Background: an optimization exercise with open tools, aiming at a short achievable clock period and few clock cycles. Do not read the settings as production practice.
In this exercise RTL edits were held to simulation tests only and were not proved equivalent to the original.
Power figures rest on the tool's default switching activity, not on a simulated workload.

**standard.sh**
```bash
#!/bin/bash
# synth_recipe.tcl (not shown) runs the flow's synth.tcl, then flattens the netlist and writes it again
# the make line also repeats each setting of config.mk as NAME=value (left out here)
make -C /OpenROAD-flow-scripts/flow DESIGN_CONFIG=/design/flow/config.mk WORK_HOME=/design/flow/orfs CLKGATE_MAP_FILE= SYNTH_SCRIPT=/design/flow/synth_recipe.tcl "${@:-finish}"
```
**constraint.sdc**
```tcl
create_clock -name core_clock -period 10.0 [get_ports {clk}]
set_input_delay 2.0000 -clock core_clock [delete_from_list [all_inputs] [get_ports {clk}]]
set_output_delay 2.0000 -clock core_clock [all_outputs]
set_load 0.01 [all_outputs]
```
**config.mk**
```make
export PLATFORM = sky130hd
export DESIGN_NAME = riscv_core
export DESIGN_NICKNAME = riscv_core
export VERILOG_FILES = /design/flow/design.v
export SDC_FILE = /design/flow/constraint.sdc
export NUM_CORES = 4
export LEC_CHECK = 0
export CAP_MARGIN = 20
export CORE_MARGIN = 2
export CORE_UTILIZATION = 40
export SLEW_MARGIN = 20
export SYNTH_HIERARCHICAL = 1
export SYNTH_MINIMUM_KEEP_SIZE = 0
```
**design.v**
```verilog
package riscv_pkg;
    localparam int xlen = 32;
    localparam int reg_addr_w = 5;
    typedef logic [xlen-1:0] word_t;
    typedef logic [reg_addr_w-1:0] reg_addr_t;
    localparam logic [6:0] op_alu_r = 7'b0110011;
    localparam logic [6:0] op_alu_i = 7'b0010011;
    localparam logic [6:0] op_lui = 7'b0110111;
    localparam logic [6:0] op_load = 7'b0000011;
    localparam logic [6:0] op_store = 7'b0100011;
    localparam logic [6:0] op_branch = 7'b1100011;
    localparam logic [6:0] op_jal = 7'b1101111;
    localparam logic [1:0] br_eq = 2'd0;
    localparam logic [1:0] br_ne = 2'd1;
    localparam logic [1:0] br_lt = 2'd2;
    localparam word_t reset_pc = 32'h0000_0000;
    typedef enum logic [3:0] {
        alu_add,
        alu_sub,
        alu_and,
        alu_or,
        alu_xor,
        alu_slt,
        alu_sll,
        alu_srl,
        alu_pass_b
    } alu_op_t;
    typedef struct packed {
        logic valid;
        word_t pc;
        word_t inst;
    } if_id_t;
    typedef struct packed {
        logic valid;
        word_t pc;
        word_t rs1_val;
        word_t rs2_val;
        word_t imm;
        reg_addr_t rd;
        alu_op_t alu_op;
        logic use_imm;
        logic is_load;
        logic is_store;
        logic is_branch;
        logic is_jal;
        logic writes_rd;
        logic [1:0] branch_cond;
    } id_ex_t;
    typedef enum logic {
        mem_idle,
        mem_wait
    } mem_state_t;
endpackage
`timescale 1ns/1ps
module pg_leaf (
    input logic a,
    input logic b,
    output logic g,
    output logic t
);
    assign g = a & b;
    assign t = a | b;
endmodule
module pg_cell_n (
    input logic gh,
    input logic th,
    input logic gl,
    input logic tl,
    output logic gn,
    output logic tn
);
    assign gn = !(gh | (th & gl));
    assign tn = !(th & tl);
endmodule
module pg_cell_p (
    input logic ghn,
    input logic thn,
    input logic gln,
    input logic tln,
    output logic g,
    output logic t
);
    assign g = !(ghn & (thn | gln));
    assign t = !(thn | tln);
endmodule
module sum_bit (
    input logic a,
    input logic b,
    input logic c,
    output logic s
);
    assign s = a ^ b ^ c;
endmodule
module ks_add #(
    parameter int W = 32
) (
    input logic [W-1:0] a,
    input logic [W-1:0] b,
    input logic cin,
    output logic [W-1:0] s
);
    localparam int N = W + 1;
    localparam int L = (N > 32) ? 6 : (N > 8) ? 4 : 2;
    logic [(L+1)*N-1:0] g;
    logic [(L+1)*N-1:0] t;
    assign g[0] = cin;
    assign t[0] = 1'b0;
    for (genvar i = 0; i < W; i++) begin : leaf
        pg_leaf u_leaf (.a(a[i]), .b(b[i]), .g(g[i+1]), .t(t[i+1]));
    end
    for (genvar l = 0; l < L; l++) begin : lvl
        for (genvar i = 0; i < N; i++) begin : pos
            if (i >= (1 << l)) begin : c
                if (l % 2 == 0) begin : n
                    pg_cell_n u_cell (
                        .gh(g[l*N+i]), .th(t[l*N+i]),
                        .gl(g[l*N+i-(1<<l)]), .tl(t[l*N+i-(1<<l)]),
                        .gn(g[(l+1)*N+i]), .tn(t[(l+1)*N+i])
                    );
                end else begin : p
                    pg_cell_p u_cell (
                        .ghn(g[l*N+i]), .thn(t[l*N+i]),
                        .gln(g[l*N+i-(1<<l)]), .tln(t[l*N+i-(1<<l)]),
                        .g(g[(l+1)*N+i]), .t(t[(l+1)*N+i])
                    );
                end
            end else begin : p
                assign g[(l+1)*N+i] = !g[l*N+i];
                assign t[(l+1)*N+i] = !t[l*N+i];
            end
        end
    end
    for (genvar i = 0; i < W; i++) begin : sum
        sum_bit u_sum (.a(a[i]), .b(b[i]), .c(g[L*N+i]), .s(s[i]));
    end
endmodule
module cmp_leaf_l (
    input logic a,
    input logic b,
    output logic l
);
    assign l = !a & b;
endmodule
module cmp_leaf_e (
    input logic a,
    input logic b,
    output logic e
);
    assign e = !(a ^ b);
endmodule
module cmp_cell_n (
    input logic lh,
    input logic eh,
    input logic ll,
    input logic el,
    output logic ln,
    output logic en
);
    assign ln = !(lh | (eh & ll));
    assign en = !(eh & el);
endmodule
module cmp_cell_p (
    input logic lhn,
    input logic ehn,
    input logic lln,
    input logic eln,
    output logic l,
    output logic e
);
    assign l = !(lhn & (ehn | lln));
    assign e = !(ehn | eln);
endmodule
module ks_cmp (
    input logic [31:0] a,
    input logic [31:0] b,
    output logic lt,
    output logic eq
);
    logic [63:0] l;
    logic [63:0] e;
    for (genvar i = 0; i < 31; i++) begin : leaf
        cmp_leaf_l u_l (.a(a[i]), .b(b[i]), .l(l[32+i]));
        cmp_leaf_e u_e (.a(a[i]), .b(b[i]), .e(e[32+i]));
    end
    cmp_leaf_l u_sl (.a(b[31]), .b(a[31]), .l(l[63]));
    cmp_leaf_e u_se (.a(a[31]), .b(b[31]), .e(e[63]));
    for (genvar k = 1; k < 32; k++) begin : node
        if (k >= 16 || (k >= 4 && k < 8) || k == 1) begin : n
            cmp_cell_n u_cell (
                .lh(l[2*k+1]), .eh(e[2*k+1]), .ll(l[2*k]), .el(e[2*k]),
                .ln(l[k]), .en(e[k])
            );
        end else begin : p
            cmp_cell_p u_cell (
                .lhn(l[2*k+1]), .ehn(e[2*k+1]), .lln(l[2*k]), .eln(e[2*k]),
                .l(l[k]), .e(e[k])
            );
        end
    end
    assign lt = !l[1];
    assign eq = !e[1];
endmodule
module inc4_m (
    input logic [31:0] a,
    output logic [31:0] y
);
    assign y = {a[31:2] + 30'd1, a[1:0]};
endmodule
`timescale 1ns/1ps
module if_pred_m (
    input logic [11:0] pc,
    input logic [31:0] inst,
    input logic bht_t,
    output logic pt,
    output logic [11:0] tgt
);
    logic isjal, isbr;
    logic [11:0] tj, tb;
    assign isjal = inst[6:0] == 7'b1101111;
    assign isbr = inst[6:0] == 7'b1100011 &&
                  (inst[14:12] == 3'b000 || inst[14:12] == 3'b001 || inst[14:12] == 3'b100);
    assign pt = isjal || (isbr && (inst[31] || bht_t));
    ks_add #(.W(12)) u_tj (.a(pc), .b({inst[20], inst[30:21], 1'b0}), .cin(1'b0), .s(tj));
    ks_add #(.W(12)) u_tb (.a(pc), .b({inst[7], inst[30:25], inst[11:8], 1'b0}), .cin(1'b0), .s(tb));
    assign tgt = isjal ? tj : tb;
endmodule
module shift_m (
    input logic [31:0] a,
    input logic [4:0] n,
    output logic [31:0] shl,
    output logic [31:0] shr
);
    assign shl = a << n;
    assign shr = a >> n;
endmodule
module ex_m (
    input logic [31:0] e_a,
    input logic [31:0] e_b,
    input logic [31:0] e_sd,
    input logic [31:0] m_res,
    input logic [31:0] rdata,
    input logic e_a_m,
    input logic e_b_m,
    input logic e_s_m,
    input logic e_s_r,
    input logic e_sub,
    input logic e_sll,
    input logic e_slt,
    input logic e_xor,
    input logic e_srl,
    input logic e_or,
    input logic e_and,
    input logic e_pt,
    input logic [31:0] e_tgt,
    input logic [31:0] e_pc4,
    input logic e_bne,
    input logic e_blt,
    input logic e_isjal,
    input logic e_isbr,
    input logic e_valid,
    input logic e_pn,
    input logic [31:0] pc_norm,
    output logic [31:0] ea,
    output logic [31:0] eb,
    output logic [31:0] res,
    output logic [31:0] sum,
    output logic [31:0] esd,
    output logic cond,
    output logic taken,
    output logic ex_mp,
    output logic [31:0] pc_next
);
    logic [31:0] diff;
    logic lt, eq, plain_add;
    logic [31:0] sum_nn, sum_mn, sum_nm, diff_nn, diff_mn, diff_nm;
    logic eq_nn, eq_mn, eq_nm, lt_nn, lt_mn, lt_nm;
    assign ea = e_a_m ? m_res : e_a;
    assign eb = e_b_m ? m_res : e_b;
    assign esd = e_s_m ? m_res : (e_s_r ? rdata : e_sd);
    ks_add #(.W(32)) u_sum_nn (.a(e_a), .b(e_b), .cin(1'b0), .s(sum_nn));
    ks_add #(.W(32)) u_sum_mn (.a(m_res), .b(e_b), .cin(1'b0), .s(sum_mn));
    ks_add #(.W(32)) u_sum_nm (.a(e_a), .b(m_res), .cin(1'b0), .s(sum_nm));
    ks_add #(.W(32)) u_diff_nn (.a(e_a), .b(~e_b), .cin(1'b1), .s(diff_nn));
    ks_add #(.W(32)) u_diff_mn (.a(m_res), .b(~e_b), .cin(1'b1), .s(diff_mn));
    ks_add #(.W(32)) u_diff_nm (.a(e_a), .b(~m_res), .cin(1'b1), .s(diff_nm));
    ks_cmp u_cmp_nn (.a(e_a), .b(e_b), .lt(lt_nn), .eq(eq_nn));
    ks_cmp u_cmp_mn (.a(m_res), .b(e_b), .lt(lt_mn), .eq(eq_mn));
    ks_cmp u_cmp_nm (.a(e_a), .b(m_res), .lt(lt_nm), .eq(eq_nm));
    always_comb begin
        case ({e_a_m, e_b_m})
            2'b00: begin sum = sum_nn; diff = diff_nn; eq = eq_nn; lt = lt_nn; end
            2'b10: begin sum = sum_mn; diff = diff_mn; eq = eq_mn; lt = lt_mn; end
            2'b01: begin sum = sum_nm; diff = diff_nm; eq = eq_nm; lt = lt_nm; end
            default: begin sum = {m_res[30:0], 1'b0}; diff = 32'd0; eq = 1'b1; lt = 1'b0; end
        endcase
    end
    logic [31:0] shl, shr;
    shift_m u_shift (.a(ea), .n(eb[4:0]), .shl(shl), .shr(shr));
    assign plain_add = !(e_sub || e_sll || e_slt || e_xor || e_srl || e_or || e_and);
    always_comb begin
        res = 32'd0;
        if (plain_add) res = res | sum;
        if (e_sub) res = res | diff;
        if (e_sll) res = res | shl;
        if (e_slt) res = res | {31'd0, lt};
        if (e_xor) res = res | (ea ^ eb);
        if (e_srl) res = res | shr;
        if (e_or) res = res | (ea | eb);
        if (e_and) res = res | (ea & eb);
    end
    logic pt, mp_t, mp_n;
    logic [31:0] pc_t, pc_n;
    assign pt = e_pt;
    assign cond = e_bne ? !eq : (e_blt ? lt : eq);
    assign taken = e_isjal || (e_isbr && cond);
    assign mp_t = e_valid && !pt;
    assign mp_n = e_valid && !e_pn;
    assign ex_mp = taken ? mp_t : mp_n;
    assign pc_t = mp_t ? e_tgt : pc_norm;
    assign pc_n = mp_n ? e_pc4 : pc_norm;
    assign pc_next = taken ? pc_t : pc_n;
endmodule
`timescale 1ns/1ps
module riscv_core (
    input logic clk,
    input logic rst,
    output logic [31:0] inst_addr,
    input logic [31:0] inst_data,
    output logic [31:0] mem_addr,
    output logic [31:0] wdata,
    output logic read_en,
    output logic write_en,
    input logic [31:0] rdata,
    input logic mem_ready
);
    logic [31:0] pc_f;
    logic        d_valid;
    logic [31:0] d_inst;
    logic [31:0] d_pc;
    logic [31:0] d_pc4;
    logic [31:0] d_pnpc;
    logic        e_valid;
    logic [31:0] e_a;
    logic [31:0] e_b;
    logic [31:0] e_sd;
    logic [31:0] e_pc4;
    logic [31:0] e_tgt;
    logic        e_pt;
    logic [3:0]  e_idx;
    logic [4:0]  e_rd;
    logic        e_we;
    logic        e_isld;
    logic        e_isst;
    logic        e_isbr;
    logic        e_fwd;
    logic        e_isjal;
    logic        e_bne;
    logic        e_blt;
    logic        e_pn;
    logic        e_a_m;
    logic        e_b_m;
    logic        e_s_m;
    logic        e_s_r;
    logic        e_sub;
    logic        e_sll;
    logic        e_slt;
    logic        e_xor;
    logic        e_srl;
    logic        e_or;
    logic        e_and;
    logic [31:0] m_res;
    logic [31:0] p_addr;
    logic [31:0] p_data;
    logic [31:0] p_data_c;
    logic [4:0]  m_rd;
    logic        m_we;
    logic        p_rd;
    logic        p_wr;
    logic        w_we;
    logic [4:0]  w_rd;
    logic [31:0] w_val;
    logic [31:0] rf [1:31];
    logic [1:0]  bht [0:15];
    assign inst_addr = pc_f;
    assign mem_addr = p_addr;
    assign wdata = p_data;
    assign read_en = p_rd;
    assign write_en = p_wr;
    logic load_stall;
    logic port_stall;
    logic hold;
    logic ex_mp;
    logic ld_stall;
    logic taken;
    assign load_stall = p_rd && !mem_ready;
    assign port_stall = (e_isld || e_isst) && p_wr && !mem_ready;
    assign hold = load_stall || port_stall;
    logic [31:0] pc_f4;
    logic        f_pt;
    logic [31:0] f_pnpc;
    inc4_m u_pc4 (.a(pc_f), .y(pc_f4));
    logic [11:0] f_t12;
    if_pred_m u_if_pred (.pc(pc_f[11:0]), .inst(inst_data), .bht_t(bht[pc_f[5:2]][1]),
                         .pt(f_pt), .tgt(f_t12));
    assign f_pnpc = f_pt ? {pc_f[31:12], f_t12} : pc_f4;
    always_ff @(posedge clk or negedge rst) begin
        if (!rst) begin
            pc_f <= 32'd0;
        end else if (!hold) begin
            pc_f <= pc_next;
        end
    end
    always_ff @(posedge clk or negedge rst) begin
        if (!rst) begin
            d_valid <= 1'b0;
        end else if (!hold) begin
            if (ex_mp) d_valid <= 1'b0;
            else if (!ld_stall) d_valid <= 1'b1;
        end
    end
    always_ff @(posedge clk) begin
        if (!hold && !ld_stall) begin
            d_inst <= inst_data;
            d_pc <= pc_f;
            d_pc4 <= pc_f4;
            d_pnpc <= f_pnpc;
        end
    end
    logic [6:0] opcode;
    logic [2:0] f3;
    logic [4:0] rs1;
    logic [4:0] rs2;
    logic [4:0] rd;
    logic is_alur, is_alui, is_lui, is_ld, is_st, is_brop, is_jal, br_ok;
    logic use_rs1, use_rs2b, writes;
    logic [31:0] imm_i, imm_s, imm_b, imm_j, imm_u, imm_x;
    logic [31:0] tgt_b, tgt_j, id_tgt;
    logic [31:0] rf1, rf2, r1, r2;
    logic [31:0] m_wval;
    logic [31:0] a_d, b_d;
    assign opcode = d_inst[6:0];
    assign f3 = d_inst[14:12];
    assign rs1 = d_inst[19:15];
    assign rs2 = d_inst[24:20];
    assign rd = d_inst[11:7];
    assign is_alur = opcode == 7'b0110011;
    assign is_alui = opcode == 7'b0010011;
    assign is_lui = opcode == 7'b0110111;
    assign is_ld = opcode == 7'b0000011;
    assign is_st = opcode == 7'b0100011;
    assign is_brop = opcode == 7'b1100011;
    assign is_jal = opcode == 7'b1101111;
    assign br_ok = is_brop && (f3 == 3'b000 || f3 == 3'b001 || f3 == 3'b100);
    assign use_rs1 = is_alur || is_alui || is_ld || is_st || br_ok;
    assign use_rs2b = is_alur || br_ok;
    assign writes = (is_alur || is_alui || is_lui || is_ld || is_jal) && (rd != 5'd0);
    assign imm_i = {{20{d_inst[31]}}, d_inst[31:20]};
    assign imm_s = {{20{d_inst[31]}}, d_inst[31:25], d_inst[11:7]};
    assign imm_b = {{19{d_inst[31]}}, d_inst[31], d_inst[7], d_inst[30:25], d_inst[11:8], 1'b0};
    assign imm_j = {{11{d_inst[31]}}, d_inst[31], d_inst[19:12], d_inst[20], d_inst[30:21], 1'b0};
    assign imm_u = {d_inst[31:12], 12'd0};
    assign imm_x = is_lui ? imm_u : (is_st ? imm_s : imm_i);
    ks_add #(.W(32)) u_tgt_b (.a(d_pc), .b(imm_b), .cin(1'b0), .s(tgt_b));
    ks_add #(.W(32)) u_tgt_j (.a(d_pc), .b(imm_j), .cin(1'b0), .s(tgt_j));
    assign id_tgt = is_jal ? tgt_j : tgt_b;
    assign rf1 = (rs1 == 5'd0) ? 32'd0 : rf[rs1];
    assign rf2 = (rs2 == 5'd0) ? 32'd0 : rf[rs2];
    assign m_wval = p_rd ? rdata : m_res;
    assign r1 = (m_we && m_rd == rs1) ? m_wval : ((w_we && w_rd == rs1) ? w_val : rf1);
    assign r2 = (m_we && m_rd == rs2) ? m_wval : ((w_we && w_rd == rs2) ? w_val : rf2);
    assign a_d = use_rs1 ? r1 : (is_jal ? d_pc4 : 32'd0);
    assign b_d = use_rs2b ? r2 : (is_jal ? 32'd0 : imm_x);
    assign ld_stall = d_valid && e_we && e_isld &&
                      ((use_rs1 && e_rd == rs1) || (use_rs2b && e_rd == rs2));
    always_ff @(posedge clk or negedge rst) begin
        if (!rst) begin
            e_valid <= 1'b0;
            e_we <= 1'b0;
            e_isld <= 1'b0;
            e_isst <= 1'b0;
            e_isbr <= 1'b0;
            e_isjal <= 1'b0;
        end else if (!hold) begin
            if (ex_mp || ld_stall || !d_valid) begin
                e_valid <= 1'b0;
                e_we <= 1'b0;
                e_isld <= 1'b0;
                e_isst <= 1'b0;
                e_isbr <= 1'b0;
                e_isjal <= 1'b0;
            end else begin
                e_valid <= 1'b1;
                e_we <= writes;
                e_isld <= is_ld;
                e_isst <= is_st;
                e_isbr <= br_ok;
                e_isjal <= is_jal;
            end
        end
    end
    always_ff @(posedge clk) begin
        if (!hold) begin
            e_pc4 <= d_pc4;
            e_tgt <= id_tgt;
            e_pt <= d_pnpc == id_tgt;
            e_idx <= d_pc[5:2];
            e_rd <= rd;
            e_fwd <= !d_inst[31];
            e_bne <= f3 == 3'b001;
            e_blt <= f3 == 3'b100;
            e_pn <= d_pnpc == d_pc4;
            e_sub <= is_alur && f3 == 3'b000 && d_inst[30];
            e_sll <= (is_alur || is_alui) && f3 == 3'b001;
            e_slt <= (is_alur || is_alui) && f3 == 3'b010;
            e_xor <= (is_alur || is_alui) && f3 == 3'b100;
            e_srl <= (is_alur || is_alui) && f3 == 3'b101;
            e_or <= (is_alur || is_alui) && f3 == 3'b110;
            e_and <= (is_alur || is_alui) && f3 == 3'b111;
        end
    end
    always_ff @(posedge clk) begin
        if (hold) begin
            e_a <= ea;
            e_b <= eb;
            e_a_m <= 1'b0;
            e_b_m <= 1'b0;
        end else begin
            e_a <= a_d;
            e_b <= b_d;
            e_a_m <= use_rs1 && e_we && !e_isld && e_rd == rs1;
            e_b_m <= use_rs2b && e_we && !e_isld && e_rd == rs2;
        end
    end
    always_ff @(posedge clk) begin
        if (port_stall) begin
            e_sd <= esd;
            e_s_m <= 1'b0;
            e_s_r <= 1'b0;
        end else if (!load_stall) begin
            e_sd <= r2;
            e_s_m <= is_st && e_we && !e_isld && e_rd == rs2;
            e_s_r <= is_st && e_we && e_isld && e_rd == rs2;
        end
    end
    logic [31:0] ea, eb, esd, sum, res, pc_norm, pc_next;
    logic cond;
    assign pc_norm = ld_stall ? pc_f : f_pnpc;
    ex_m u_ex (
        .e_a(e_a), .e_b(e_b), .e_sd(e_sd), .m_res(m_res),
        .rdata(rdata), .e_a_m(e_a_m), .e_b_m(e_b_m), .e_s_m(e_s_m), .e_s_r(e_s_r),
        .e_sub(e_sub), .e_sll(e_sll), .e_slt(e_slt), .e_xor(e_xor), .e_srl(e_srl),
        .e_or(e_or), .e_and(e_and), .e_pt(e_pt), .e_tgt(e_tgt), .e_pc4(e_pc4),
        .e_bne(e_bne), .e_blt(e_blt), .e_isjal(e_isjal), .e_isbr(e_isbr),
        .e_valid(e_valid), .e_pn(e_pn), .pc_norm(pc_norm),
        .ea(ea), .eb(eb), .res(res), .sum(sum), .esd(esd), .cond(cond), .taken(taken), .ex_mp(ex_mp),
        .pc_next(pc_next)
    );
    always_ff @(posedge clk or negedge rst) begin
        if (!rst) begin
            for (int i = 0; i < 16; i++) bht[i] <= 2'b01;
        end else if (!hold && e_isbr && e_fwd) begin
            if (cond) bht[e_idx] <= (bht[e_idx] == 2'b11) ? 2'b11 : bht[e_idx] + 2'b01;
            else bht[e_idx] <= (bht[e_idx] == 2'b00) ? 2'b00 : bht[e_idx] - 2'b01;
        end
    end
    always_ff @(posedge clk or negedge rst) begin
        if (!rst) begin
            m_we <= 1'b0;
        end else if (port_stall) begin
            m_we <= 1'b0;
        end else if (!load_stall) begin
            m_we <= e_we;
        end
    end
    always_ff @(posedge clk) begin
        if (!load_stall) begin
            m_rd <= e_rd;
        end
    end
    always_ff @(posedge clk) begin
        m_res <= res;
    end
    always_ff @(posedge clk or negedge rst) begin
        if (!rst) begin
            p_rd <= 1'b0;
            p_wr <= 1'b0;
        end else if (!load_stall) begin
            if ((e_isld || e_isst) && !port_stall) begin
                p_rd <= e_isld;
                p_wr <= e_isst;
            end else if (mem_ready) begin
                p_rd <= 1'b0;
                p_wr <= 1'b0;
            end
        end
    end
    logic p_take;
    assign p_take = (e_isld || e_isst) && !hold;
    always_ff @(posedge clk) begin
        if (p_take) begin
            p_addr <= sum;
        end
    end
    always_ff @(posedge clk) begin
        if (p_take && e_isst) begin
            p_data_c <= esd;
        end
    end
    always_ff @(posedge clk) begin
        p_data <= p_take ? esd : p_data_c;
    end
    always_ff @(posedge clk or negedge rst) begin
        if (!rst) begin
            w_we <= 1'b0;
        end else begin
            w_we <= m_we && !load_stall;
        end
    end
    always_ff @(posedge clk) begin
        w_rd <= m_rd;
        w_val <= m_wval;
    end
    always_ff @(posedge clk or negedge rst) begin
        if (!rst) begin
            for (int i = 1; i < 32; i++) rf[i] <= 32'd0;
        end else if (w_we) begin
            rf[w_rd] <= w_val;
        end
    end
endmodule
```
**flow/run.sh**
```bash
#!/bin/bash
set -euo pipefail
bash standard.sh SETUP_SLACK_MARGIN=6.5 finish > orfs_make.log 2>&1
```
==> results of run 1 <==
==> layer usage <==
metal  routed length, um  part of all wire, %  track usage, %  vias to the layer above
met3               88100                   15            16.9                     3143
met2              235000                   39            54.9                     9743
met5                 693                 0.12           0.799                        -
met4               62900                   10            32.7                       57
li1                    -                    -               -                    42100
met1              213000                   36            49.1                    52700
==> sequential cells by signal, indices dropped and copies added (netlist names), 5 cells and up <==
name and cells:
e_pc4 32, e_tgt 32, e_b 32, d_pc 32, w_rd 5, d_pnpc 32
w_val 32, bht 32, pc_f 32, m_rd 5, d_inst 32, m_res 32
e_a 32, d_pc4 32, p_data 32, p_data_c 32, e_rd 5, e_sd 32
p_addr 32, rf 992
==> cell type report <==
type	instances	area, um2
timing repair buffer	964	10200
tap	3724	4660
sequential	1550	39800
fill	25500	146000
clock inverter	66	875
multi-input combinational	8546	70600
inverter	453	1860
clock buffer	264	5260
antenna	63	158
timing repair inverter	5	40.0
==> report_power, final <==
| group | switching, mW | internal, mW |
|---|---|---|
| clock | 2.96 | 4.12 |
| combinational | 4.66 | 3.15 |
| sequential | 0.928 | 7.12 |
==> per-stage QoR <==
stage | hold WS, ns | utilization [%] | power [mW] | std cells
after floorplan | 0.408 | - | 12.3 | 11300
after global placement | 0.423 | 42.7 | 14.8 | 14800
after detailed placement | 0.426 | 42.7 | 14.9 | 14800
after CTS | 0.440 | 46.8 | 22.4 | 15400
after global routing | 0.455 | 47.8 | 23.5 | 15600
final | 0.438 | 47.8 | 22.9 | 15600
==> critical path, stage by stage, from the launching register on <==
cell and delay (ns):
sky130_fd_sc_hd__edfxtp_1 0.44, sky130_fd_sc_hd__clkbuf_16 0.36, sky130_fd_sc_hd__nand2_1 0.09, sky130_fd_sc_hd__buf_4 0.27, sky130_fd_sc_hd__nor2_2 0.93, sky130_fd_sc_hd__a2111oi_0 0.32, sky130_fd_sc_hd__o2111ai_1 0.22, sky130_fd_sc_hd__o221a_2 0.42
sky130_fd_sc_hd__o221ai_1 0.31, sky130_fd_sc_hd__a21oi_1 0.21
==> final timing paths <==
kind	cells after the start	slack, ns	start	endpoint
setup / recovery	9	6.26	d_inst[21]	e_b[6]
hold / removal	2	0.44	p_data_c[13]	p_data[13]
setup reg to reg	9	6.26	d_inst[21]	e_b[6]
hold reg to reg	2	0.44	p_data_c[13]	p_data[13]
max in group asynchronous	3	6.82	rst	pc_f[4]
min in group asynchronous	1	1.15	rst	rf[3][0]
==> what timing repair did <==
action                     4_1_cts  5_1_grt
resized for setup             1022      330
setup endpoints to repair      556      598
setup buffers                  264      161
gates cloned                    27       12
pin swaps                       41       80
==> results.json, run 1 <==
{
  "worstPathArrival_ns": 4.52,
  "die_height_um": 533,
  "drc": 0,
  "setup-tns-final_ns": 0,
  "routedWlPerCell_um": 38.4,
  "drt_pass1_iterations": 14,
  "rsz0062_at_grt": "true",
  "antenna_found_initial": 71,
  "core_um2": 279000,
  "cts_made_buffers": 183,
  "worst_ep_required_time_ns": 10.78,
  "clock_sink_count": 1550,
  "maxClockFrequency_ghz": 0.267,
  "cap_violations": 0,
  "place.port_buffers": 164,
  "endpoint_kind": "register",
  "grt.total_usage_pct": 40.2,
  "area_growth_syn_to_layout_pct": 19.1,
  "maximum_number_of_pins_on_one_net_before_global_route_repair": 177,
  "final_net_count": 11800,
  "finalCriticalPeriod_ns": 3.74,
  "wl_um": 600000,
  "die_x_um": 533,
  "cts.clk_slew.worst_paths_ns": 0.07,
  "number_of_global_route_vias_before_repair": 101000,
  "synth_area_um2": 112000,
  "type_of_the_worst_setup_path": "reg2reg",
  "ir_drop_v": 0.000124,
  "report.final.hold_viol_count": 0,
  "std_cell_rows": 194,
  "antenna_violating_nets_post_route": 0,
  "mostFrequentLayoutCell": "sky130_fd_sc_hd__nand2_1",
  "dp_hpwl_um": 376000,
  "initial_core_util_pct": 40.2,
  "setup_violations": 0,
  "crit_path_start_kind": "register",
  "globalplace.congestion": 1.04,
  "routed_via_density": 6.89,
  "hold_buffers": 0,
  "globalRouteOverflowTotal": 0,
  "critPathMaxFanout": 30,
  "fin_area_um2": 133000,
  "power.static_leakage_nw": 57.5,
  "post-route-worst-setup-slack_ns": 6.26,
  "synth_warnings": 12,
  "max-clock-path-buffers": 4,
  "status": "complete, no violations",
  "finalCritPeriodShare_pct": 37.4,
  "drt-initial-drc-count": 19600,
  "clock_tree_from_tritoncts": "built",
  "skew_ns": 0.100,
  "min_path_type": "reg2reg",
  "dp_worst_setup_slack_ns": 4.49,
  "io_pins": 165,
  "clk_latency_ns": 0.94,
  "design.die.area_um2": 284000,
  "final_layout_size_suffix_gt1_share_pct": 39.1,
  "synth_area_per_cell_um2": 9.99,
  "timing.final.max_slew_violations": 0,
  "tightestPinTransition_ns": 1.39,
  "first_pass_grt_wire_length_um": 811000,
  "p_per_area_nw_per_um2": 172,
  "root_buffer": "sky130_fd_sc_hd__clkbuf_16",
  "cell_area_reported_after_detailed_placement_um2": 119000,
  "count_of_mapped_cells_out_of_synthesis": 11200,
  "h-tree-depth": 4,
  "commonest_cells_after_routing_fill_and_taps_aside": "1,146 x sky130_fd_sc_hd__nand2_1, 1,091 x sky130_fd_sc_hd__mux2_2, 1,030 x sky130_fd_sc_hd__dfrtp_1",
  "relSlewSlack_pct": 6.20,
  "route.vias.total": 108000
}
Testbench counts, summed over its fixed seeds: cycles 63,101.
==> inputs of run 2 (changes only) <==
--- a/design.v
+++ b/design.v
@@ -53,4 +53,12 @@
 endpackage
 `timescale 1ns/1ps
+module rf_read_m (
+    input logic [1023:0] regs,
+    input logic [4:0] sel,
+    output logic [31:0] v
+);
+    assign v = regs[sel * 32 +: 32];
+endmodule
+`timescale 1ns/1ps
 module pg_leaf (
     input logic a,
@@ -377,4 +385,15 @@
     logic        p_rd;
     logic        p_wr;
+    logic        m_ld;
+    logic        pl_valid;
+    logic        pl_dead;
+    logic [4:0]  pl_rd;
+    logic        sb_valid;
+    logic        sb_pend;
+    logic [31:0] sb_addr;
+    logic [31:0] sb_data;
+    logic        lw_we;
+    logic [4:0]  lw_rd;
+    logic [31:0] lw_val;
     logic        w_we;
     logic [4:0]  w_rd;
@@ -387,13 +406,18 @@
     assign read_en = p_rd;
     assign write_en = p_wr;
-    logic load_stall;
     logic port_stall;
     logic hold;
+    logic ld_done;
+    logic h_m;
+    logic h_pend;
+    logic id_stall;
     logic ex_mp;
     logic ld_stall;
     logic taken;
-    assign load_stall = p_rd && !mem_ready;
-    assign port_stall = (e_isld || e_isst) && p_wr && !mem_ready;
-    assign hold = load_stall || port_stall;
+    assign ld_done = p_rd && mem_ready;
+    logic pfree;
+    assign pfree = !(p_rd || p_wr) || mem_ready;
+    assign port_stall = e_isld ? (!pfree || sb_valid) : (e_isst && sb_valid && !pfree);
+    assign hold = port_stall;
     logic [31:0] pc_f4;
     logic        f_pt;
@@ -416,9 +440,9 @@
         end else if (!hold) begin
             if (ex_mp) d_valid <= 1'b0;
-            else if (!ld_stall) d_valid <= 1'b1;
+            else if (!id_stall) d_valid <= 1'b1;
         end
     end
     always_ff @(posedge clk) begin
-        if (!hold && !ld_stall) begin
+        if (!hold && !id_stall) begin
             d_inst <= inst_data;
             d_pc <= pc_f;
@@ -464,13 +488,32 @@
     ks_add #(.W(32)) u_tgt_j (.a(d_pc), .b(imm_j), .cin(1'b0), .s(tgt_j));
     assign id_tgt = is_jal ? tgt_j : tgt_b;
-    assign rf1 = (rs1 == 5'd0) ? 32'd0 : rf[rs1];
-    assign rf2 = (rs2 == 5'd0) ? 32'd0 : rf[rs2];
-    assign m_wval = p_rd ? rdata : m_res;
-    assign r1 = (m_we && m_rd == rs1) ? m_wval : ((w_we && w_rd == rs1) ? w_val : rf1);
-    assign r2 = (m_we && m_rd == rs2) ? m_wval : ((w_we && w_rd == rs2) ? w_val : rf2);
+    logic [1023:0] rf_flat;
+    always_comb begin
+        rf_flat[31:0] = 32'd0;
+        for (int i = 1; i < 32; i++) rf_flat[i*32 +: 32] = rf[i];
+    end
+    rf_read_m u_rf1 (.regs(rf_flat), .sel(rs1), .v(rf1));
+    rf_read_m u_rf2 (.regs(rf_flat), .sel(rs2), .v(rf2));
+    assign m_wval = m_ld ? rdata : m_res;
+    assign r1 = (m_we && m_rd == rs1) ? m_wval :
+                (w_we && w_rd == rs1) ? w_val :
+                (lw_we && lw_rd == rs1) ? lw_val :
+                (pl_valid && !pl_dead && pl_rd == rs1) ? rdata : rf1;
+    assign r2 = (m_we && m_rd == rs2) ? m_wval :
+                (w_we && w_rd == rs2) ? w_val :
+                (lw_we && lw_rd == rs2) ? lw_val :
+                (pl_valid && !pl_dead && pl_rd == rs2) ? rdata : rf2;
     assign a_d = use_rs1 ? r1 : (is_jal ? d_pc4 : 32'd0);
     assign b_d = use_rs2b ? r2 : (is_jal ? 32'd0 : imm_x);
     assign ld_stall = d_valid && e_we && e_isld &&
                       ((use_rs1 && e_rd == rs1) || (use_rs2b && e_rd == rs2));
+    logic use_rs2x;
+    assign use_rs2x = use_rs2b || is_st;
+    assign h_m = d_valid && m_ld && m_we && !mem_ready &&
+                 ((use_rs1 && rs1 == m_rd) || (use_rs2x && rs2 == m_rd) || (writes && rd == m_rd));
+    assign h_pend = d_valid && pl_valid && !pl_dead && !mem_ready &&
+                    ((use_rs1 && rs1 == pl_rd) || (use_rs2x && rs2 == pl_rd) ||
+                     (writes && rd == pl_rd));
+    assign id_stall = ld_stall || h_m || h_pend;
     always_ff @(posedge clk or negedge rst) begin
         if (!rst) begin
@@ -482,5 +525,5 @@
             e_isjal <= 1'b0;
         end else if (!hold) begin
-            if (ex_mp || ld_stall || !d_valid) begin
+            if (ex_mp || id_stall || !d_valid) begin
                 e_valid <= 1'b0;
                 e_we <= 1'b0;
@@ -534,8 +577,9 @@
     always_ff @(posedge clk) begin
         if (port_stall) begin
-            e_sd <= esd;
-            e_s_m <= 1'b0;
-            e_s_r <= 1'b0;
-        end else if (!load_stall) begin
+            if (!e_s_r) begin
+                e_sd <= esd;
+                e_s_m <= 1'b0;
+            end
+        end else begin
             e_sd <= r2;
             e_s_m <= is_st && e_we && !e_isld && e_rd == rs2;
@@ -545,5 +589,5 @@
     logic [31:0] ea, eb, esd, sum, res, pc_norm, pc_next;
     logic cond;
-    assign pc_norm = ld_stall ? pc_f : f_pnpc;
+    assign pc_norm = id_stall ? pc_f : f_pnpc;
     ex_m u_ex (
         .e_a(e_a), .e_b(e_b), .e_sd(e_sd), .m_res(m_res),
@@ -567,24 +611,53 @@
         if (!rst) begin
             m_we <= 1'b0;
+            m_ld <= 1'b0;
         end else if (port_stall) begin
             m_we <= 1'b0;
-        end else if (!load_stall) begin
+            m_ld <= 1'b0;
+        end else begin
             m_we <= e_we;
+            m_ld <= e_isld;
         end
     end
     always_ff @(posedge clk) begin
-        if (!load_stall) begin
-            m_rd <= e_rd;
+        m_rd <= e_rd;
+    end
+    always_ff @(posedge clk or negedge rst) begin
+        if (!rst) begin
+            pl_valid <= 1'b0;
+            lw_we <= 1'b0;
+        end else begin
+            if (m_ld && !mem_ready) pl_valid <= 1'b1;
+            else if (ld_done) pl_valid <= 1'b0;
+            lw_we <= pl_valid && ld_done && !pl_dead;
         end
     end
     always_ff @(posedge clk) begin
+        if (m_ld && !mem_ready) begin
+            pl_rd <= m_rd;
+            pl_dead <= !m_we || (e_we && e_rd == m_rd);
+        end
+        lw_rd <= pl_rd;
+        lw_val <= rdata;
+    end
+    always_ff @(posedge clk) begin
         m_res <= res;
     end
+    logic port_sb, port_e, sb_take;
+    logic [31:0] sb_wdata;
+    assign port_sb = pfree && sb_valid;
+    assign port_e = pfree && !sb_valid && (e_isld || e_isst);
+    assign sb_take = e_isst && !port_stall && !port_e;
+    assign sb_wdata = sb_pend ? rdata : sb_data;
     always_ff @(posedge clk or negedge rst) begin
         if (!rst) begin
             p_rd <= 1'b0;
             p_wr <= 1'b0;
-        end else if (!load_stall) begin
-            if ((e_isld || e_isst) && !port_stall) begin
+            sb_valid <= 1'b0;
+        end else begin
+            if (port_sb) begin
+                p_rd <= 1'b0;
+                p_wr <= 1'b1;
+            end else if (port_e) begin
                 p_rd <= e_isld;
                 p_wr <= e_isst;
@@ -593,20 +666,28 @@
                 p_wr <= 1'b0;
             end
+            if (sb_take) sb_valid <= 1'b1;
+            else if (port_sb) sb_valid <= 1'b0;
         end
     end
-    logic p_take;
-    assign p_take = (e_isld || e_isst) && !hold;
     always_ff @(posedge clk) begin
-        if (p_take) begin
-            p_addr <= sum;
+        if (sb_take) begin
+            sb_addr <= sum;
+            sb_data <= esd;
+            sb_pend <= e_s_r && !ld_done;
+        end else if (ld_done) begin
+            sb_data <= sb_wdata;
+            sb_pend <= 1'b0;
         end
     end
     always_ff @(posedge clk) begin
-        if (p_take && e_isst) begin
-            p_data_c <= esd;
-        end
+        if (port_sb) p_addr <= sb_addr;
+        else if (port_e) p_addr <= sum;
     end
     always_ff @(posedge clk) begin
-        p_data <= p_take ? esd : p_data_c;
+        if (port_sb) p_data_c <= sb_wdata;
+        else if (port_e && e_isst) p_data_c <= esd;
+    end
+    always_ff @(posedge clk) begin
+        p_data <= port_sb ? sb_wdata : (port_e ? esd : p_data_c);
     end
     always_ff @(posedge clk or negedge rst) begin
@@ -614,5 +695,5 @@
             w_we <= 1'b0;
         end else begin
-            w_we <= m_we && !load_stall;
+            w_we <= m_we && (!m_ld || mem_ready);
         end
     end
@@ -624,6 +705,7 @@
         if (!rst) begin
             for (int i = 1; i < 32; i++) rf[i] <= 32'd0;
-        end else if (w_we) begin
-            rf[w_rd] <= w_val;
+        end else begin
+            if (w_we) rf[w_rd] <= w_val;
+            if (lw_we && !(w_we && w_rd == lw_rd)) rf[lw_rd] <= lw_val;
         end
     end
==> results.json, run 2 <==
{
  "die_height_um": 580,
  "antenna_found_initial": 55,
  "antenna_violating_nets_post_route": 0,
  "io_pins": 165,
  "maxClockFrequency_ghz": 0.269,
  "r2r_slack_ns": 6.29,
  "p_sw_share_pct": 37.5,
  "hold_buffers": 0,
  "std_cell_rows": 211,
  "status": "complete, no violations",
  "synth_area_per_cell_um2": 9.18,
  "worst-r2r-cell-count": 14,
  "cp_slowest_cell": "sky130_fd_sc_hd__a222oi_1",
  "h-tree-depth": 4,
  "drt-initial-drc-count": 18800,
  "design.die.area_um2": 336000,
  "min_path_type": "reg2reg",
  "power_frac_comb_pct": 35.2,
  "commonest_cells_after_routing_fill_and_taps_aside": "2,214 x sky130_fd_sc_hd__nand2_1, 2,189 x sky130_fd_sc_hd__mux2i_1, 1,165 x sky130_fd_sc_hd__o21ai_0",
  "final_net_count": 14800,
  "finalCriticalPeriod_ns": 3.71,
  "clock_sink_count": 1662,
  "intPower_mw": 15.6,
  "hold_path_startpoint": "p_data_c[14]",
  "initial_core_util_pct": 40.2,
  "p_per_area_nw_per_um2": 161,
  "hold_path_depth": 2,
  "finalCritPeriodShare_pct": 37.1,
  "mostFrequentLayoutCell": "sky130_fd_sc_hd__nand2_1",
  "clock_power_share_pct": 31.0,
  "globalRouteMet2Util_pct": 49.6,
  "worstPathArrival_ns": 4.45,
  "die_x_um": 580,
  "power.static_leakage_nw": 67.7,
  "post-route-worst-setup-slack_ns": 6.29,
  "max-clock-path-buffers": 4,
  "final_layout_size_suffix_gt1_share_pct": 25.5,
  "place.port_buffers": 164,
  "core_um2": 330000,
  "cap_violations": 0,
  "relSlewSlack_pct": 15.6,
  "cts_made_buffers": 200,
  "root_buffer": "sky130_fd_sc_hd__clkbuf_16",
  "wl_um": 619000,
  "routed_via_density": 6.31,
  "rr_startpoint": "e_a_m",
  "synth_warnings": 12,
  "tightestPinTransition_ns": 1.25,
  "globalRouteOverflowTotal": 0,
  "worst_ep_required_time_ns": 10.73,
  "globalRoute.busiestLayer": "met2",
  "count_of_mapped_cells_out_of_synthesis": 14400,
  "clk_latency_ns": 0.97,
  "dp_hpwl_um": 381000,
  "number_of_global_route_vias_before_repair": 112000,
  "largest_register_ff_count": 992,
  "seqPwrFrac_pct": 33.9,
  "crit_path_start_kind": "register",
  "global_route_track_usage_on_met3_pct": 11.4,
  "report.final.hold_viol_count": 0,
  "total_power_mw": 25.0,
  "timing.critical_path.buf_inv": 7,
  "critPathMaxFanout": 6,
  "ir_drop_v": 0.000165,
  "drt_pass1_iterations": 10,
  "grt.total_usage_pct": 35.1,
  "power.switching_mw": 9.38,
  "timing.final.max_slew_violations": 0,
  "crit_path_cell_trace": "buf_12, buf_16, buf_12, buf_6, mux2i_4, inv_4, buf_4, buf_12, mux4_2, mux2_2, a32oi_1, nand2_1, a222oi_1, o2111ai_1",
  "area_growth_syn_to_layout_pct": 17.0,
  "first_pass_grt_wire_length_um": 850000,
  "maximum_number_of_pins_on_one_net_before_global_route_repair": 145,
  "dp_worst_setup_slack_ns": 3.19,
  "routedWlPerCell_um": 32.2,
  "setup_violations": 0,
  "crit_path_frequent_cell": "sky130_fd_sc_hd__buf_12",
  "cts.clk_slew.worst_paths_ns": 0.06,
  "clock_tree_from_tritoncts": "built",
  "fillerInstances": 31100,
  "setup-tns-final_ns": 0,
  "globalplace.congestion": 1.05,
  "skew_ns": 0.105,
  "synth_area_um2": 133000,
  "type_of_the_worst_setup_path": "reg2reg",
  "rsz0062_at_grt": "true",
  "drc": 0,
  "endpoint_kind": "register",
  "max_stage_delay_ns": 0.72,
  "whs_endpoint": "p_data[14]",
  "regMostFlops": "rf",
  "regToRegEndpoint": "m_res[26]",
  "route.vias.total": 121000,
  "worst_path_dominant_cell_family": "compound AO/OA/AOI/OAI gates",
  "grt_use_met1_pct": 46.3
}
==> run 2: power groups by stage <==
stage	clock network [mW]	registers, mW	logic [mW]
2_1_floorplan	0	8.21	5.22
3_3_place_gp	0	8.65	7.44
3_5_place_dp	0	8.66	7.44
4_1_cts	7.76	8.42	8.18
5_1_grt	8.03	8.47	9.12
6_report	7.73	8.47	8.78
==> run 2: layout make-up <==
cell class / count / area, um2 / area share, %
Tap cell: 4366 / 5460 / 3.52
Timing Repair Buffer: 1064 / 12000 / 7.74
Antenna cell: 43 / 108 / 0.0694
Clock inverter: 72 / 926 / 0.597
Inverter: 463 / 1900 / 1.22
Clock buffer: 292 / 5850 / 3.77
Timing Repair inverter: 7 / 53.8 / 0.0347
Sequential cell: 1662 / 42800 / 27.6
Multi-Input combinational cell: 11200 / 86000 / 55.5
==> run 2: layer usage <==
metal	part of all wire, %	up-vias
met2	40	8270
met5	0.10	-
li1	-	51900
met3	13	1955
met4	7.3	22
met1	39	59200
==> run 2: metrics by stage <==
| step | util, % | hold WS (ns) | instances | area [um2] |
|---|---|---|---|---|
| 2_1_floorplan | - | 0.427 | 14600 | 134000 |
| 3_3_place_gp | 42.0 | 0.475 | 18200 | 139000 |
| 3_5_place_dp | 42.0 | 0.473 | 18200 | 139000 |
| 4_1_cts | 45.7 | 0.422 | 18900 | 151000 |
| 5_1_grt | 46.9 | 0.447 | 19200 | 155000 |
| 6_report | 47.0 | 0.431 | 19200 | 155000 |
==> run 2: what timing repair did <==
| item | in CTS | in global routing |
|---|---|---|
| cloned | 62 | 17 |
| resized for setup | 987 | 371 |
| buffers inserted | 213 | 274 |
| pin swaps | 73 | 92 |
| endpoints found under the setup margin | 1618 | 242 |
==> run 2: worst register-to-register path, cell delays in order (launching register included) <==
cell and delay, ns:
sky130_fd_sc_hd__dfxtp_4 0.39, sky130_fd_sc_hd__buf_12 0.14, sky130_fd_sc_hd__buf_16 0.12, sky130_fd_sc_hd__buf_12 0.14, sky130_fd_sc_hd__buf_6 0.11, sky130_fd_sc_hd__mux2i_4 0.25
sky130_fd_sc_hd__inv_4 0.08, sky130_fd_sc_hd__buf_4 0.15, sky130_fd_sc_hd__buf_12 0.14, sky130_fd_sc_hd__mux4_2 0.46, sky130_fd_sc_hd__mux2_2 0.34, sky130_fd_sc_hd__a32oi_1 0.19
sky130_fd_sc_hd__nand2_1 0.08, sky130_fd_sc_hd__a222oi_1 0.72, sky130_fd_sc_hd__o2111ai_1 0.23
==> run 2: worst max-delay path by stage <==
stage | from | endpoint | slack, ns | depth (start not counted)
finish | e_a_m | m_res[26] | 6.29 | 14
global route | e_a_m | m_res[27] | 6.23 | 10
CTS | e_b[15] | pc_f[23] | 6.29 | 16
detailed placement | mem_ready | p_addr[22] | 3.19 | 6
global placement | mem_ready | p_addr[22] | 3.27 | 6
floorplan | mem_ready | d_inst[0] | 4.65 | 8
Testbench counts of run 2, summed over its fixed seeds: cycles 61,092.
==> inputs of run 3 (changes only) <==
--- a/design.v
+++ b/design.v
@@ -306,15 +306,18 @@
     shift_m u_shift (.a(ea), .n(eb[4:0]), .shl(shl), .shr(shr));
     assign plain_add = !(e_sub || e_sll || e_slt || e_xor || e_srl || e_or || e_and);
-    always_comb begin
-        res = 32'd0;
-        if (plain_add) res = res | sum;
-        if (e_sub) res = res | diff;
-        if (e_sll) res = res | shl;
-        if (e_slt) res = res | {31'd0, lt};
-        if (e_xor) res = res | (ea ^ eb);
-        if (e_srl) res = res | shr;
-        if (e_or) res = res | (ea | eb);
-        if (e_and) res = res | (ea & eb);
-    end
+    logic v_nn, v_mn, v_nm, v_mm;
+    logic [12:0] rsel;
+    assign v_nn = !e_a_m && !e_b_m;
+    assign v_mn = e_a_m && !e_b_m;
+    assign v_nm = !e_a_m && e_b_m;
+    assign v_mm = e_a_m && e_b_m;
+    assign rsel = {e_slt, e_and, e_or, e_xor, e_srl, e_sll,
+                   e_sub && v_nm, e_sub && v_mn, e_sub && v_nn,
+                   plain_add && v_mm, plain_add && v_nm, plain_add && v_mn, plain_add && v_nn};
+    res_mux_m u_res (
+        .s_nn(sum_nn), .s_mn(sum_mn), .s_nm(sum_nm), .s_mm({m_res[30:0], 1'b0}),
+        .d_nn(diff_nn), .d_mn(diff_mn), .d_nm(diff_nm), .shl(shl), .shr(shr),
+        .lx(ea ^ eb), .lo(ea | eb), .la(ea & eb), .lt(lt), .sel(rsel), .res(res)
+    );
     logic pt, mp_t, mp_n;
     logic [31:0] pc_t, pc_n;
@@ -329,4 +332,27 @@
     assign pc_next = taken ? pc_t : pc_n;
 endmodule
+module res_mux_m (
+    input logic [31:0] s_nn,
+    input logic [31:0] s_mn,
+    input logic [31:0] s_nm,
+    input logic [31:0] s_mm,
+    input logic [31:0] d_nn,
+    input logic [31:0] d_mn,
+    input logic [31:0] d_nm,
+    input logic [31:0] shl,
+    input logic [31:0] shr,
+    input logic [31:0] lx,
+    input logic [31:0] lo,
+    input logic [31:0] la,
+    input logic lt,
+    input logic [12:0] sel,
+    output logic [31:0] res
+);
+    assign res = ({32{sel[0]}} & s_nn) | ({32{sel[1]}} & s_mn) | ({32{sel[2]}} & s_nm) |
+                 ({32{sel[3]}} & s_mm) | ({32{sel[4]}} & d_nn) | ({32{sel[5]}} & d_mn) |
+                 ({32{sel[6]}} & d_nm) | ({32{sel[7]}} & shl) | ({32{sel[8]}} & shr) |
+                 ({32{sel[9]}} & lx) | ({32{sel[10]}} & lo) | ({32{sel[11]}} & la) |
+                 {31'd0, sel[12] & lt};
+endmodule
 `timescale 1ns/1ps
 module riscv_core (
@@ -400,5 +426,5 @@
     logic [31:0] w_val;
     logic [31:0] rf [1:31];
-    logic [1:0]  bht [0:15];
+    logic [15:0] bht;
     assign inst_addr = pc_f;
     assign mem_addr = p_addr;
@@ -425,5 +451,5 @@
     inc4_m u_pc4 (.a(pc_f), .y(pc_f4));
     logic [11:0] f_t12;
-    if_pred_m u_if_pred (.pc(pc_f[11:0]), .inst(inst_data), .bht_t(bht[pc_f[5:2]][1]),
+    if_pred_m u_if_pred (.pc(pc_f[11:0]), .inst(inst_data), .bht_t(bht[pc_f[5:2]]),
                          .pt(f_pt), .tgt(f_t12));
     assign f_pnpc = f_pt ? {pc_f[31:12], f_t12} : pc_f4;
@@ -602,8 +628,7 @@
     always_ff @(posedge clk or negedge rst) begin
         if (!rst) begin
-            for (int i = 0; i < 16; i++) bht[i] <= 2'b01;
+            bht <= 16'd0;
         end else if (!hold && e_isbr && e_fwd) begin
-            if (cond) bht[e_idx] <= (bht[e_idx] == 2'b11) ? 2'b11 : bht[e_idx] + 2'b01;
-            else bht[e_idx] <= (bht[e_idx] == 2'b00) ? 2'b00 : bht[e_idx] - 2'b01;
+            bht[e_idx] <= cond;
         end
     end
==> results.json, run 3 <==
{
  "area_growth_syn_to_layout_pct": 14.7,
  "synth_area_um2": 132000,
  "antenna_violating_nets_post_route": 0,
  "routed_via_density": 6.21,
  "finalCritPeriodShare_pct": 37.0,
  "initial_core_util_pct": 40.2,
  "hold_buffers": 0,
  "max_stage_delay_ns": 0.67,
  "tightestPinTransition_ns": 1.28,
  "route.vias.total": 117000,
  "fillerInstances": 31200,
  "p_per_area_nw_per_um2": 162,
  "status": "complete, no violations",
  "largest_register_ff_count": 992,
  "power.static_leakage_nw": 66.3,
  "maxClockFrequency_ghz": 0.270,
  "clock_sink_count": 1646,
  "drc": 0,
  "io_pins": 165,
  "cts_made_buffers": 202,
  "timing.critical_path.buf_inv": 2,
  "routedWlPerCell_um": 31.3,
  "design.die.area_um2": 334000,
  "regMostFlops": "rf",
  "timing.final.max_slew_violations": 0,
  "crit_path_frequent_cell": "sky130_fd_sc_hd__mux2i_1",
  "endpoint_kind": "register",
  "rsz0062_at_grt": "true",
  "final_layout_size_suffix_gt1_share_pct": 24.4,
  "relSlewSlack_pct": 14.5,
  "report.final.hold_viol_count": 0,
  "maximum_number_of_pins_on_one_net_before_global_route_repair": 154,
  "antenna_found_initial": 52,
  "synth_area_per_cell_um2": 9.24,
  "place.port_buffers": 164,
  "m1WireLength_um": 236000,
  "core_um2": 327000,
  "clk_latency_ns": 0.94,
  "first_pass_grt_wire_length_um": 818000,
  "routed_wire_length_on_met3_um": 74300,
  "die_x_um": 578,
  "commonest_cells_after_routing_fill_and_taps_aside": "2,191 x sky130_fd_sc_hd__mux2i_1, 2,142 x sky130_fd_sc_hd__nand2_1, 1,083 x sky130_fd_sc_hd__o21ai_0",
  "drt_pass1_iterations": 9,
  "worst_ep_required_time_ns": 10.71,
  "setup_violations": 0,
  "total_power_mw": 24.5,
  "setup-tns-final_ns": 0,
  "globalRouteOverflowTotal": 0,
  "count_of_mapped_cells_out_of_synthesis": 14200,
  "drt-initial-drc-count": 16400,
  "timing.hold.ws_ns": 0.429,
  "h-tree-depth": 4,
  "min_path_type": "reg2reg",
  "die_height_um": 578,
  "seqCellArea_um2": 42300,
  "crit_path_start_kind": "register",
  "std_cell_rows": 210,
  "type_of_the_worst_setup_path": "reg2reg",
  "max-clock-path-buffers": 4,
  "number_of_global_route_vias_before_repair": 108000,
  "cts.clk_slew.worst_paths_ns": 0.06,
  "critPathMaxFanout": 16,
  "clock_tree_from_tritoncts": "built",
  "mostFrequentLayoutCell": "sky130_fd_sc_hd__mux2i_1",
  "cp_slowest_cell": "sky130_fd_sc_hd__a221oi_1",
  "ir_drop_v": 0.000143,
  "finalCriticalPeriod_ns": 3.70,
  "synth_warnings": 9,
  "final_net_count": 14400,
  "finalNonFillerCells": 18900,
  "multi_input_comb_area_um2": 84900,
  "wl_um": 591000,
  "root_buffer": "sky130_fd_sc_hd__clkbuf_16",
  "dp_cells": 18100,
  "routed-wl-met2_um": 240000,
  "cap_violations": 0,
  "grt.total_usage_pct": 33.9,
  "skew_ns": 0.0866,
  "dp_hpwl_um": 376000,
  "worst_path_dominant_cell_family": "multiplexers",
  "worstPathArrival_ns": 4.41,
  "globalplace.congestion": 1.11,
  "crit_path_cell_trace": "buf_16, mux2i_1, inv_1, mux2i_1, mux2i_1, and2_1, a221oi_1, nand3_1",
  "route.top_layer_used": "met5",
  "fin_util_pct": 46.1
}
## run 3: cell type report
| cell class | count | share of cell area [%] |
|---|---|---|
| Multi-Input combinational cell | 11100 | 56.2 |
| Sequential cell | 1646 | 28.0 |
| Timing Repair Buffer | 868 | 6.37 |
| Clock buffer | 292 | 3.80 |
| Tap cell | 4346 | 3.60 |
| Inverter | 485 | 1.27 |
| Clock inverter | 82 | 0.589 |
| Antenna cell | 40 | 0.0663 |
| Timing Repair inverter | 6 | 0.0332 |
## run 3: where the power goes
part / internal, mW / total, mW / switching [mW]
clock network: 4.35 / 7.59 / 3.24
registers: 7.59 / 8.56 / 0.966
logic: 3.33 / 8.34 / 5.01
total: 15.3 / 24.5 / 9.22
## run 3: worst paths after layout
path                       cells after the start        end  slack, ns  startpoint
setup / recovery                               8  m_res[28]       6.30       e_a_m
hold / removal                                 0    w_rd[1]       0.43     m_rd[1]
setup reg to reg                               8  m_res[28]       6.30       e_a_m
hold reg to reg                                0    w_rd[1]       0.43     m_rd[1]
max in group asynchronous                      3    pc_f[7]       6.87         rst
min in group asynchronous                      1   rf[7][8]       1.09         rst
## run 3: what timing repair did
action | 4_1_cts | 5_1_grt
cloned | 45 | 17
setup endpoints to repair | 725 | 617
buffers inserted | 211 | 113
pin swaps | 60 | 56
resized for setup | 918 | 309
endpoints found under the hold margin | 0 | 0
## run 3: worst register-to-register path, stage by stage, from the launching register on
cell and delay (ns):
sky130_fd_sc_hd__dfxtp_4 0.46, sky130_fd_sc_hd__buf_16 0.24, sky130_fd_sc_hd__mux2i_1 0.32, sky130_fd_sc_hd__inv_1 0.31, sky130_fd_sc_hd__mux2i_1 0.65, sky130_fd_sc_hd__mux2i_1 0.31
sky130_fd_sc_hd__and2_1 0.40, sky130_fd_sc_hd__a221oi_1 0.67, sky130_fd_sc_hd__nand3_1 0.13
## run 3: layer usage
layer,vias up,global-route usage [%]
met1,56900,44.8
met5,-,0.695
met4,42,19.3
met2,7486,48.2
li1,51000,-
met3,1764,11.1
## run 3: per-stage QoR
stage / instance area [um2] / setup slack [ns]
floorplan: 133000 / 5.58
global placement: 137000 / 3.86
detailed placement: 137000 / 3.84
CTS: 149000 / 6.33
global route: 151000 / 6.24
finish: 151000 / 6.30
Testbench counts of run 3, summed over its fixed seeds: cycles 60,874.
==> inputs of run 4 (changes only) <==
--- a/design.v
+++ b/design.v
@@ -106,5 +106,6 @@
     input logic [W-1:0] b,
     input logic cin,
-    output logic [W-1:0] s
+    output logic [W-1:0] s,
+    output logic co
 );
     localparam int N = W + 1;
@@ -142,4 +143,5 @@
         sum_bit u_sum (.a(a[i]), .b(b[i]), .c(g[L*N+i]), .s(s[i]));
     end
+    assign co = g[L*N+W];
 endmodule
 module cmp_leaf_l (
@@ -221,7 +223,8 @@
     input logic bht_t,
     output logic pt,
-    output logic [11:0] tgt
+    output logic [11:0] tgt,
+    output logic c12
 );
-    logic isjal, isbr;
+    logic isjal, isbr, cj, cb;
     logic [11:0] tj, tb;
     assign isjal = inst[6:0] == 7'b1101111;
@@ -229,7 +232,15 @@
                   (inst[14:12] == 3'b000 || inst[14:12] == 3'b001 || inst[14:12] == 3'b100);
     assign pt = isjal || (isbr && (inst[31] || bht_t));
-    ks_add #(.W(12)) u_tj (.a(pc), .b({inst[20], inst[30:21], 1'b0}), .cin(1'b0), .s(tj));
-    ks_add #(.W(12)) u_tb (.a(pc), .b({inst[7], inst[30:25], inst[11:8], 1'b0}), .cin(1'b0), .s(tb));
+    ks_add #(.W(12)) u_tj (.a(pc), .b({inst[20], inst[30:21], 1'b0}), .cin(1'b0), .s(tj), .co(cj));
+    ks_add #(.W(12)) u_tb (.a(pc), .b({inst[7], inst[30:25], inst[11:8], 1'b0}), .cin(1'b0), .s(tb), .co(cb));
     assign tgt = isjal ? tj : tb;
+    assign c12 = isjal ? cj : cb;
+endmodule
+module bht_read_m (
+    input logic [15:0] t,
+    input logic [3:0] idx,
+    output logic v
+);
+    assign v = t[idx];
 endmodule
 module shift_m (
@@ -286,10 +297,10 @@
     assign eb = e_b_m ? m_res : e_b;
     assign esd = e_s_m ? m_res : (e_s_r ? rdata : e_sd);
-    ks_add #(.W(32)) u_sum_nn (.a(e_a), .b(e_b), .cin(1'b0), .s(sum_nn));
-    ks_add #(.W(32)) u_sum_mn (.a(m_res), .b(e_b), .cin(1'b0), .s(sum_mn));
-    ks_add #(.W(32)) u_sum_nm (.a(e_a), .b(m_res), .cin(1'b0), .s(sum_nm));
-    ks_add #(.W(32)) u_diff_nn (.a(e_a), .b(~e_b), .cin(1'b1), .s(diff_nn));
-    ks_add #(.W(32)) u_diff_mn (.a(m_res), .b(~e_b), .cin(1'b1), .s(diff_mn));
-    ks_add #(.W(32)) u_diff_nm (.a(e_a), .b(~m_res), .cin(1'b1), .s(diff_nm));
+    ks_add #(.W(32)) u_sum_nn (.a(e_a), .b(e_b), .cin(1'b0), .s(sum_nn), .co());
+    ks_add #(.W(32)) u_sum_mn (.a(m_res), .b(e_b), .cin(1'b0), .s(sum_mn), .co());
+    ks_add #(.W(32)) u_sum_nm (.a(e_a), .b(m_res), .cin(1'b0), .s(sum_nm), .co());
+    ks_add #(.W(32)) u_diff_nn (.a(e_a), .b(~e_b), .cin(1'b1), .s(diff_nn), .co());
+    ks_add #(.W(32)) u_diff_mn (.a(m_res), .b(~e_b), .cin(1'b1), .s(diff_mn), .co());
+    ks_add #(.W(32)) u_diff_nm (.a(e_a), .b(~m_res), .cin(1'b1), .s(diff_nm), .co());
     ks_cmp u_cmp_nn (.a(e_a), .b(e_b), .lt(lt_nn), .eq(eq_nn));
     ks_cmp u_cmp_mn (.a(m_res), .b(e_b), .lt(lt_mn), .eq(eq_mn));
@@ -374,4 +385,6 @@
     logic [31:0] d_pc4;
     logic [31:0] d_pnpc;
+    logic        d_pt;
+    logic        d_c12;
     logic        e_valid;
     logic [31:0] e_a;
@@ -451,6 +464,8 @@
     inc4_m u_pc4 (.a(pc_f), .y(pc_f4));
     logic [11:0] f_t12;
-    if_pred_m u_if_pred (.pc(pc_f[11:0]), .inst(inst_data), .bht_t(bht[pc_f[5:2]]),
-                         .pt(f_pt), .tgt(f_t12));
+    logic f_bht, f_c12;
+    bht_read_m u_bht (.t(bht), .idx(pc_f[5:2]), .v(f_bht));
+    if_pred_m u_if_pred (.pc(pc_f[11:0]), .inst(inst_data), .bht_t(f_bht),
+                         .pt(f_pt), .tgt(f_t12), .c12(f_c12));
     assign f_pnpc = f_pt ? {pc_f[31:12], f_t12} : pc_f4;
     always_ff @(posedge clk or negedge rst) begin
@@ -475,4 +490,6 @@
             d_pc4 <= pc_f4;
             d_pnpc <= f_pnpc;
+            d_pt <= f_pt;
+            d_c12 <= f_c12;
         end
     end
@@ -511,6 +528,6 @@
     assign imm_u = {d_inst[31:12], 12'd0};
     assign imm_x = is_lui ? imm_u : (is_st ? imm_s : imm_i);
-    ks_add #(.W(32)) u_tgt_b (.a(d_pc), .b(imm_b), .cin(1'b0), .s(tgt_b));
-    ks_add #(.W(32)) u_tgt_j (.a(d_pc), .b(imm_j), .cin(1'b0), .s(tgt_j));
+    ks_add #(.W(32)) u_tgt_b (.a(d_pc), .b(imm_b), .cin(1'b0), .s(tgt_b), .co());
+    ks_add #(.W(32)) u_tgt_j (.a(d_pc), .b(imm_j), .cin(1'b0), .s(tgt_j), .co());
     assign id_tgt = is_jal ? tgt_j : tgt_b;
     logic [1023:0] rf_flat;
@@ -572,5 +589,7 @@
             e_pc4 <= d_pc4;
             e_tgt <= id_tgt;
-            e_pt <= d_pnpc == id_tgt;
+            e_pt <= d_pt ? ((!is_jal || (d_inst[31] ? (&d_inst[19:12]) : !(|d_inst[19:12]))) &&
+                            (d_c12 == d_inst[31]))
+                         : ((is_jal ? imm_j : imm_b) == 32'd4);
             e_idx <= d_pc[5:2];
             e_rd <= rd;
==> results.json, run 4 <==
{
  "status": "complete, no violations",
  "antenna_violating_nets_post_route": 0,
  "area_growth_syn_to_layout_pct": 14.4,
  "ir_drop_v": 0.000141,
  "antenna_found_initial": 70,
  "wl_um": 613000,
  "route.vias.total": 118000,
  "type_of_the_worst_setup_path": "in2reg",
  "maximum_number_of_pins_on_one_net_before_global_route_repair": 145,
  "globalRoute.busiestLayer": "met2",
  "first_pass_grt_wire_length_um": 841000,
  "global_route_track_usage_on_met3_pct": 11.8,
  "power.static_leakage_nw": 68.0,
  "drc": 0,
  "worst_path_dominant_cell_family": "buffers and inverters",
  "whs_endpoint": "w_rd[0]",
  "crit_path_cell_trace": "clkdlybuf4s50_1, mux2i_1, inv_1, a22oi_2, a31oi_1",
  "clock_tree_from_tritoncts": "built",
  "max_stage_delay_ns": 0.80,
  "place.port_buffers": 164,
  "p_per_area_nw_per_um2": 159,
  "tightestPinTransition_ns": 1.30,
  "globalRouteOverflowTotal": 0,
  "final_net_count": 14200,
  "drt_pass1_iterations": 8,
  "relSlewSlack_pct": 13.1,
  "clk_latency_ns": 0.93,
  "clock_sink_count": 1648,
  "globalRouteMet2Util_pct": 50.6,
  "count_of_mapped_cells_out_of_synthesis": 14100,
  "synth_area_um2": 131000,
  "worst_ep_required_time_ns": 10.64,
  "cts.clk_slew.worst_paths_ns": 0.06,
  "io_pins": 165,
  "rsz0062_at_grt": "true",
  "core_um2": 327000,
  "drt-initial-drc-count": 16800,
  "regMostFlops": "rf",
  "maxClockFrequency_ghz": 0.271,
  "critPathMaxFanout": 6,
  "grt.total_usage_pct": 35.3,
  "synth_area_per_cell_um2": 9.28,
  "largest_register_ff_count": 992,
  "die_height_um": 576,
  "report.final.hold_viol_count": 0,
  "h-tree-depth": 4,
  "hold_path_depth": 0,
  "worstPathArrival_ns": 4.33,
  "design.die.area_um2": 332000,
  "crit_path_start_kind": "input port",
  "routed_via_density": 6.30,
  "fin_area_um2": 150000,
  "min_path_type": "reg2reg",
  "cp_slowest_cell": "sky130_fd_sc_hd__clkdlybuf4s50_1",
  "commonest_cells_after_routing_fill_and_taps_aside": "2,168 x sky130_fd_sc_hd__mux2i_1, 1,615 x sky130_fd_sc_hd__nor2_1, 1,303 x sky130_fd_sc_hd__a21oi_1",
  "routedWlPerCell_um": 32.8,
  "regToRegEndpoint": "p_addr[31]",
  "endpoint_kind": "register",
  "mostFrequentLayoutCell": "sky130_fd_sc_hd__mux2i_1",
  "initial_core_util_pct": 40.1,
  "die_x_um": 576,
  "rr_startpoint": "e_b[0]",
  "finalCriticalPeriod_ns": 3.69,
  "synth_warnings": 9,
  "setup-tns-final_ns": 0,
  "timing.final.max_slew_violations": 0,
  "grt_use_met1_pct": 43.9,
  "root_buffer": "sky130_fd_sc_hd__clkbuf_16",
  "hold_path_startpoint": "m_rd[0]",
  "skew_ns": 0.0763,
  "hold_buffers": 0,
  "r2r_slack_ns": 6.32,
  "dp_hpwl_um": 383000,
  "final_layout_size_suffix_gt1_share_pct": 24.3,
  "finalCritPeriodShare_pct": 36.9,
  "cts_made_buffers": 195,
  "cell_area_reported_after_detailed_placement_um2": 137000,
  "globalplace.congestion": 1.09,
  "max-clock-path-buffers": 4,
  "cap_violations": 0,
  "number_of_global_route_vias_before_repair": 108000,
  "worst-r2r-cell-count": 12,
  "timing.critical_path.buf_inv": 2,
  "std_cell_rows": 210,
  "setup_violations": 0
}
[run 4: final cells by class]
| class | count | area [um2] |
|---|---|---|
| Timing Repair Buffer | 769 | 8710 |
| Fill cell | 31100 | 177000 |
| Timing Repair inverter | 6 | 50.0 |
| Sequential cell | 1648 | 42500 |
| Tap cell | 4346 | 5440 |
| Antenna cell | 46 | 115 |
| Clock inverter | 77 | 895 |
| Clock buffer | 280 | 5620 |
| Inverter | 458 | 1850 |
| Multi-Input combinational cell | 11000 | 84700 |
[run 4: repair_timing]
action,4_1_cts,5_1_grt
setup buffers,192,81
setup endpoints to repair,889,830
gates resized for setup,887,292
cloned,44,11
pin swaps,24,66
[run 4: how the worst max path moves through the flow]
stage | startpoint | to | cells past startpoint
2_1_floorplan | mem_ready | d_c12 | 8
3_3_place_gp | mem_ready | e_a[25] | 9
3_5_place_dp | mem_ready | e_a[16] | 9
4_1_cts | pc_f[4] | inst_addr[4] | 2
5_1_grt | w_rd[1] | rf[4][28] | 6
6_report | rdata[28] | e_sd[28] | 5
[run 4: metrics by stage]
| step | power [mW] | hold slack (ns) | std cells | setup WS, ns | util, % |
|---|---|---|---|---|---|
| after floorplan | 12.9 | 0.427 | 14200 | 4.77 | - |
| after global placement | 15.4 | 0.458 | 17900 | 3.68 | 41.9 |
| after detailed placement | 15.4 | 0.464 | 17900 | 3.52 | 41.9 |
| after CTS | 23.3 | 0.479 | 18500 | 6.41 | 45.2 |
| after global routing | 24.4 | 0.487 | 18600 | 6.38 | 45.9 |
| final | 23.9 | 0.478 | 18700 | 6.31 | 45.9 |
[run 4: routing by layer]
layer  share of wire (%)  up-vias  wire length, um
li1                    -    50500                -
met1                  37    56600           228000
met2                  41     8181           252000
met3                  13     2286            76900
met4                 9.1       44            55900
met5               0.070        -              430
[run 4: worst register-to-register path: stages, from the launching register on]
cell and delay [ns]:
sky130_fd_sc_hd__dfxtp_4 0.39, sky130_fd_sc_hd__buf_8 0.18, sky130_fd_sc_hd__buf_4 0.17, sky130_fd_sc_hd__and2_2 0.20, sky130_fd_sc_hd__a21oi_2 0.32, sky130_fd_sc_hd__o21ai_2 0.24, sky130_fd_sc_hd__a21oi_2 0.22, sky130_fd_sc_hd__o21ai_2 0.10
sky130_fd_sc_hd__a21oi_2 0.30, sky130_fd_sc_hd__inv_1 0.10, sky130_fd_sc_hd__xor3_1 0.23, sky130_fd_sc_hd__mux4_2 0.62, sky130_fd_sc_hd__mux2_2 0.33
[run 4: where the power goes]
part / switching [mW] / internal [mW] / total (mW)
Sequential: 0.943 / 7.54 / 8.49
Clock: 3.25 / 4.29 / 7.53
Combinational: 4.73 / 3.10 / 7.84
Total: 8.92 / 14.9 / 23.9
Testbench counts of run 4, summed over its fixed seeds: cycles 60,874.
